This design comes from an exercise in tuning for small area, a short achievable clock period and few clock cycles on the open sky130 flow, not from production work.
The RTL was checked by simulation tests, not by an equivalence proof against the original design.
Power is estimated from default activity; no workload was simulated.

==> v11 <==
Design binary_max_heap_queue, start of the top module:
module binary_max_heap_queue (
  input  logic          clk,
  input  logic          rst_n,
  input  logic          start,
  output logic          busy,
  input  logic [39:0]   in_data,    
  output logic          out_valid,
  output logic [72:0]   out_data    
);
  hmq_ctrl u_ctrl (
    .clk       (clk),
    .rst_n     (rst_n),
    .start     (start),
    .req       (in_data),
    .busy      (busy),
    .rsp_valid (out_valid),
    .rsp       (out_data)
  );
endmodule
clock: 9.0 ns
lec_check: 0
cap_margin: 20
core_margin: 2
core_utilization: 35
place_density: 0.5
setup_slack_margin: 2.0
slew_margin: 20
tns_end_percent: 20
run.sh (not shown) runs the stock make flow with config.mk's settings and CLKGATE_MAP_FILE= SYNTH_SCRIPT=/design/flow/synth_recipe.tcl, a recipe that flattens the netlist after the stock synthesis.
==> inputs of v16, as changes to v11 <==
--- a/flow/design.v
+++ b/flow/design.v
@@ -58,19 +58,16 @@
     kgt = g[0];
   endfunction
   logic [NN-1:0][KW-1:0] H;
   logic [NQ-1:0]         gt;
   logic [6:0]            cnt;
   logic [KW-1:0]         xl;           
   logic                  hv;           
   logic                  m_ins, m_rmv, m_shift;
-  logic                  m_fetch;      
-  logic [6:0]            tgt_sv;       
-  logic                  xv;           
   logic [1:0]            h_st;         
   logic                  ph;           
   logic [KW-1:0]         h_key;
   logic [6:0]            tgt1;         
   logic [KW-1:0]         rem_sv;
   logic                  sk_v;         
   logic [39:0]           sk_req;
   logic                  rsp_v;
@@ -142,20 +139,18 @@
   logic [NL:0]           mvb;     
   logic [NL-1:0]         hole;
   logic                  tex;     
   logic                  fb;      
   logic [NL-1:0]         up, xin, dn;
   logic [NL-1:0][KW-1:0] newP;
   logic [NL-1:0]         nb;
   logic [KW-1:0] xp, xe;
-  logic          xpv, xve;
   logic          fb_r;
-  assign xe  = fb_r ? xp  : xl;
-  assign xve = fb_r ? xpv : xv;
+  assign xe = fb_r ? xp : xl;
   assign y  = m_rmv ? xe : h_key;
   always_comb begin
     c1x = '0;
     eqU = '0;
     cy  = '0;
     cq  = '0;
     for (int l = 0; l < NL; l++) begin
       c1[l]  = kgt(P[l], y, m_ins);
@@ -219,47 +214,43 @@
   logic [KW-1:0] rem_at;
   always_comb begin
     rem_at = '0;
     for (int l = 0; l < NL; l++)
       if (al[l] && !al[l+1]) rem_at = rem_at | P[l];
   end
   logic op_any, hd;
   assign op_any = m_ins | m_rmv | m_shift;
-  assign hd     = ~(m_shift | fb | m_fetch);   
+  assign hd     = ~(m_shift | fb);       
   always_ff @(posedge clk) begin
     for (int n = 0; n < NN; n++)
       if (op_any && on[n]) H[n] <= newP[$clog2(n + 2) - 1];
     for (int q = 0; q < NQ; q++)
       if (op_any && (on[2*q+1] || on[2*q+2])) gt[q] <= nb[$clog2(2*q + 3) - 1];
   end
   logic [6:0]    cnt_d;
   logic [KW-1:0] xl_old, xl_new;
   logic [NN-1:0] lsel;
   logic [NL-1:0] lhit;
   always_comb begin
     cnt_d = cnt;
     if (m_ins) cnt_d = cnt + 7'd1;
     if (m_rmv) cnt_d = cnt - 7'd1;
   end
   always_comb begin
-    xl_old = xl;
+    xl_old = '0;
     lhit   = '0;
     for (int n = 0; n < NN; n++) begin
       lsel[n] = (cnt_d == 7'(n + 1));
+      if (lsel[n]) xl_old = xl_old | H[n];
       lhit[$clog2(n + 2) - 1] = lhit[$clog2(n + 2) - 1] | (lsel[n] & on[n] & op_any);
     end
     xl_new = xl_old;
     for (int l = 0; l < NL; l++)
       if (lhit[l]) xl_new = newP[l];
-    if (m_fetch) xl_new = rem_at;
-  end
-  logic xv_new;
-  always_comb begin
-    xv_new = (|lhit) | m_fetch | (xve & (cnt_d == cnt));
   end
   logic [72:0]   rsp_nxt;
   logic [KW-1:0] top_old;
   logic          acc;
   logic [39:0]   src;
   logic [1:0]    d_func;
   logic [5:0]    d_slot;
   logic          d_full, d_empty, d_bad, d_last;
@@ -283,111 +274,90 @@
   assign d_last  = ({1'b0, d_slot} + 7'd1 == cnt_d) && (d_slot != 6'd0);
   always_ff @(posedge clk) begin
     if (!rst_n) begin
       cnt     <= '0;
       hv      <= 1'b0;
       m_ins   <= 1'b0;
       m_rmv   <= 1'b0;
       m_shift <= 1'b0;
-      m_fetch <= 1'b0;
       ph      <= 1'b0;
       sk_v    <= 1'b0;
       rsp_v   <= 1'b0;
       fb_r    <= 1'b0;
-      xv      <= 1'b0;
-      xpv     <= 1'b0;
     end else begin
       fb_r  <= fb;
-      xv    <= xv_new;
-      xpv   <= xve;
       cnt   <= hd ? cnt_d : cnt;
       rsp_v <= hv & hd;
-      if (m_fetch) begin
-        m_fetch <= 1'b0;
-        m_rmv   <= 1'b1;
-        if (acc) sk_v <= 1'b1;
-      end else if (!hd) begin
+      if (!hd) begin
         m_ins   <= 1'b0;
         m_rmv   <= 1'b1;
         m_shift <= 1'b0;
         ph      <= 1'b1;
         if (acc) sk_v <= 1'b1;
       end else begin
         hv      <= sk_v | acc;
         ph      <= 1'b0;
         sk_v    <= 1'b0;
         m_ins   <= 1'b0;
         m_rmv   <= 1'b0;
         m_shift <= 1'b0;
-        m_fetch <= 1'b0;
         if (sk_v || acc) begin
           case (d_func)
             hmq_pkg::FUNC_INSERT:  m_ins <= ~d_full;
+            hmq_pkg::FUNC_EXTRACT: m_rmv <= ~d_empty;
             hmq_pkg::FUNC_REMOVE: begin
-              if (!d_empty && !d_bad && d_last) m_shift <= 1'b1;
+              if (!d_empty && !d_bad) begin
+                if (d_last) m_shift <= 1'b1;
+                else        m_rmv   <= 1'b1;
+              end
             end
             default: ;
           endcase
-          if (rmv_d) begin
-            if (xv_new) m_rmv   <= 1'b1;
-            else        m_fetch <= 1'b1;
-          end
         end
       end
     end
   end
   logic [6:0]    tgt1_d, cnt_n;
   logic          rmv_d;
   logic [NN:0]   ex_n;
   logic [NN-1:0] anc_n, cn_n;
   assign tgt1_d = (d_func == hmq_pkg::FUNC_INSERT) ? (cnt_d + 7'd1) :
                   (d_func == hmq_pkg::FUNC_REMOVE) ? ({1'b0, d_slot} + 7'd1) : 7'd1;
   assign rmv_d  = (sk_v | acc) & ~d_empty &
                   ((d_func == hmq_pkg::FUNC_EXTRACT) ||
                    (d_func == hmq_pkg::FUNC_REMOVE && !d_bad && !d_last));
   assign cnt_n  = hd ? cnt_d : cnt;
-  logic [6:0] tgt1_f;
-  assign tgt1_f = (rmv_d && !xv_new) ? cnt_d : tgt1_d;
   always_comb begin
     for (int n = 0; n <= NN; n++) ex_n[n] = ({25'd0, cnt_n} > n + 1);
     for (int n = 0; n < NN; n++) begin
-      if (m_fetch) begin
+      if (hd) begin
         anc_n[n] = 1'b0;
         for (int dt = 0; dt < NL; dt++)
-          if ((tgt_sv >> dt) == 7'(n + 1)) anc_n[n] = 1'b1;
-        cn_n[n] = ~anc_n[n] | (tgt_sv == 7'(n + 1));
-      end else if (hd) begin
-        anc_n[n] = 1'b0;
-        for (int dt = 0; dt < NL; dt++)
-          if ((tgt1_f >> dt) == 7'(n + 1)) anc_n[n] = 1'b1;
-        cn_n[n] = rmv_d & xv_new & (~anc_n[n] | (tgt1_f == 7'(n + 1)));
+          if ((tgt1_d >> dt) == 7'(n + 1)) anc_n[n] = 1'b1;
+        cn_n[n] = rmv_d & (~anc_n[n] | (tgt1_d == 7'(n + 1)));
       end else begin
         anc_n[n] = (n == 0);
         cn_n[n]  = 1'b1;
       end
     end
   end
   always_ff @(posedge clk) begin
     ex  <= ex_n;
     anc <= anc_n;
     cn  <= cn_n;
   end
   always_ff @(posedge clk) begin
-    if (m_fetch) begin
-      tgt1   <= tgt_sv;
-      if (acc) sk_req <= req;
-    end else if (!hd) begin
+    if (!hd) begin
       tgt1   <= 7'd1;
       rem_sv <= rem_at;
       if (acc) sk_req <= req;
     end else begin
-      h_key  <= src[37:6];
-      tgt1   <= tgt1_f;
-      tgt_sv <= tgt1_d;
+      h_key <= src[37:6];
+      tgt1  <= tgt1_d;
       h_st  <= hmq_pkg::ST_OK;
       case (d_func)
         hmq_pkg::FUNC_INSERT:  if (d_full) h_st <= hmq_pkg::ST_FULL;
         hmq_pkg::FUNC_EXTRACT: if (d_empty) h_st <= hmq_pkg::ST_EMPTY;
         hmq_pkg::FUNC_REMOVE: begin
           if (d_empty)    h_st <= hmq_pkg::ST_EMPTY;
           else if (d_bad) h_st <= hmq_pkg::ST_INDEX;
         end
Settings changed: GPL_TIMING_DRIVEN set to 0, SETUP_SLACK_MARGIN 2.0 to not set, TNS_END_PERCENT 20 to not set.
==> inputs of v31, as changes to v11 <==
Settings changed: GPL_TIMING_DRIVEN set to 0, SETUP_SLACK_MARGIN 2.0 to not set, TNS_END_PERCENT 20 to not set.
==> comparison <==
- v31 completed, yet does not pass: setup timing. v11 produced a clean layout. v16 died in global routing.
- Between v11 and v31, the lower via count is in v11 (gap about 1.7%, measured against v31).
- Between v31 and v11, the lower setup slack is in v31 (gap 1.7 ns).
- Cell area: v31 is lower than v11 (1.3%).
- In combinational power, v11 and v31 hardly differ.
- Power is about the same in v31 and v11.
- In v11 the first-iteration DRC count is lower than in v31, by about 6.5%.
Testbench counts of v11, summed over its fixed seeds: cycles 9,287.
Testbench counts of v16, summed over its fixed seeds: cycles 8,067.
Testbench counts of v31, summed over its fixed seeds: cycles 9,287.

## re-timing with driven ports
How much do the figures lean on ideal ports? The routed layouts below were timed once more, with nothing changed but the port constraints.
Step 1 assumes that a clkbuf_16 drives the clock port and a buf_2 every other input.
Step 2, shift: input delay + t, output delay - t, t = (earliest + latest rising clock arrival at the registers) / 2. This alone moves slack from input paths to output paths.
a / b / c = no drivers / after step 1 / after step 2; a / b = the first two.
| run | t (ns) | setup slack, ns | worst setup path after step 2 | pins driven straight from the clock port |
|---|---|---|---|---|
| v11 | 1.048 | 1.215 / 1.215 / 1.215 | register to register | 1 |
| v31 | 1.067 | -0.496 / -0.496 / -0.496 | register to register | 1 |
